Source: an optimization exercise on an open RTL-to-GDS flow (aim: small area, a short achievable clock period and few clock cycles). Production flows keep margins and buffers that such runs may drop.
Function was checked by simulation only, so behaviour that the tests miss may differ from the original.
Power and IR drop assume default switching activity.

## job 1359
## neuron_pe
module neuron_pe #(
    parameter int DW    = 8,
    parameter int WW    = 8,
    parameter int LANES = 8,
    parameter int ACCW  = 24,
    parameter int NW    = 16,
    parameter int SHW   = 4
) (
    input  logic                    clk,
    input  logic                    rst,
    input  logic                    start,
    input  logic [NW-1:0]           n_len,
    input  logic [SHW-1:0]          shift,
    input  logic [1:0]              act_mode,
    input  logic [LANES*ACCW-1:0]   bias,
    input  logic                    in_valid,
    output logic                    in_ready,
    input  logic [DW-1:0]           in_data,
    input  logic [LANES*WW-1:0]     weight,
    output logic                    out_valid,
    input  logic                    out_ready,
    output logic [LANES*DW-1:0]     out_data,
    output logic                    busy
);
    logic           job_reg;     
    logic           rdy_reg;     
    logic [NW-1:0]  rem_reg;     
    logic           tok_reg;     
    logic           fin_reg;     
    logic           cap_reg;     
    logic           ov_reg;      
    logic [SHW-1:0] shift_reg, shift_cap;
    logic [1:0]     mode_reg, mode_cap;
    logic [3:0]     neg_reg, one_reg, two_reg;     
    logic [3:0]     negn_reg, onen_reg, twon_reg;  
    logic           free_reg;    
    logic           busy_reg;    
    logic beat, last_beat, free;
    assign beat      = in_valid && rdy_reg;
    assign last_beat = beat && (rem_reg == NW'(1));
    assign free      = free_reg;
    assign in_ready  = rdy_reg;
    assign out_valid = ov_reg;
    assign busy      = busy_reg;
    logic job_nx, fin_nx, ov_nx;
    always_comb begin
        job_nx = free ? start : job_reg;
        fin_nx = !free && (fin_reg || tok_reg);
        ov_nx  = cap_reg || (ov_reg && !out_ready);
    end
    always_ff @(posedge clk) begin
        if (rst) begin
            free_reg <= 1'b1;
            busy_reg <= 1'b0;
        end else begin
            free_reg <= !job_nx || (fin_nx && !ov_nx);
            busy_reg <= !(!job_nx || (fin_nx && !ov_nx));
        end
    end
    always_ff @(posedge clk) begin
        if (rst) begin
  ...
==> flow/config.mk <==
export PLATFORM = sky130hd
export DESIGN_NAME = neuron_pe
export DESIGN_NICKNAME = neuron_pe
export VERILOG_FILES = /design/flow/design.v
export SDC_FILE = /design/flow/constraint.sdc
export NUM_CORES = 4
export LEC_CHECK = 0
export ABC_CLOCK_PERIOD_IN_PS = 2500
export CAP_MARGIN = 10
export CORE_MARGIN = 2
export CORE_UTILIZATION = 40
export CTS_BUF_LIST = sky130_fd_sc_hd__clkbuf_4 sky130_fd_sc_hd__clkbuf_8
export CTS_CLUSTER_SIZE = 30
export SETUP_SLACK_MARGIN = 3.0
export SLEW_MARGIN = 10
==> flow/constraint.sdc <==
create_clock -name core_clock -period 6.0 [get_ports {clk}]
set_input_delay 1.2000 -clock core_clock [delete_from_list [all_inputs] [get_ports {clk}]]
set_output_delay 1.2000 -clock core_clock [all_outputs]
set_load 0.01 [all_outputs]
standard.sh (not shown) runs the stock make flow with config.mk's settings and CLKGATE_MAP_FILE= SYNTH_SCRIPT=/design/flow/synth_recipe.tcl, a recipe that flattens the netlist after the stock synthesis.
==> flow/flow/run.sh <==
#!/bin/bash
# The standard layout (the standard.sh, unchanged synthesis and steps),
# with one change: the port buffers that placement inserts on every input and
# output are sky130_fd_sc_hd__buf_1 instead of the tool's default pick
# (clkdlybuf4s50_1, a slower delay cell with almost three times the area).
# ORFS's own logs stay under orfs/logs/; make's output goes to make_*.log here.
set -euo pipefail
export BUFFER_PORTS_ARGS="-buffer_cell sky130_fd_sc_hd__buf_1"
bash standard.sh synth > make_synth.log 2>&1
bash standard.sh finish > make_finish.log 2>&1
Testbench counts of job 1359, summed over its fixed seeds: cycles 9,187.
#### Input delta (job 4569 over job 1359)
Settings: removing CTS_CLUSTER_SIZE (formerly 30); removing CTS_BUF_LIST (formerly sky130_fd_sc_hd__clkbuf_4 sky130_fd_sc_hd__clkbuf_8); changing CAP_MARGIN from 10 to 20; changing SLEW_MARGIN from 10 to 20.
Notes after the runs:
Job 1359 and job 4569 ended up with roughly the same layout overhead on the synthesized area. When job 4569 is measured against job 1359, its total via count in the routed design turns out 1.1% lower. On power, job 1359 and job 4569 are neck and neck. Job 4569 against job 1359; maximum clock rate is up slightly. Diff job 1359 -> job 4569 | via count of the first global-routing pass | down slightly. Summary: with job 1359 as the reference, non-clock buffer count in job 4569 moved up slightly. Diff job 1359 -> job 4569: length of routed met2 wiring up about 1%, sequential share of layout area flat. Looking at job 1359 and job 4569, the global-route usage is a wash.

-- what the ideal ports hide --
Ports are ideal in the flow. The routed layouts listed here were re-timed in OpenROAD. Step 1, drivers: a clkbuf_16 drives clk and a buf_2 each remaining input, both assumed. Step 2 moves the port delays by t, midway between the first and last clock arrival at a register: inputs arrive t later, outputs are due t later. That takes back most of the time a late clock gives input paths. Three values: no drivers, after step 1, after step 2; two values: the first two.
run	shift t [ns]	setup slack, ns	worst setup path at the end	pins driven straight from the clock port
job 1359	0.892	3.028 / 3.028 / 3.028	register to register	1
job 4569	0.730	3.041 / 3.041 / 3.041	register to register	1
After both steps every run listed still meets setup and hold.
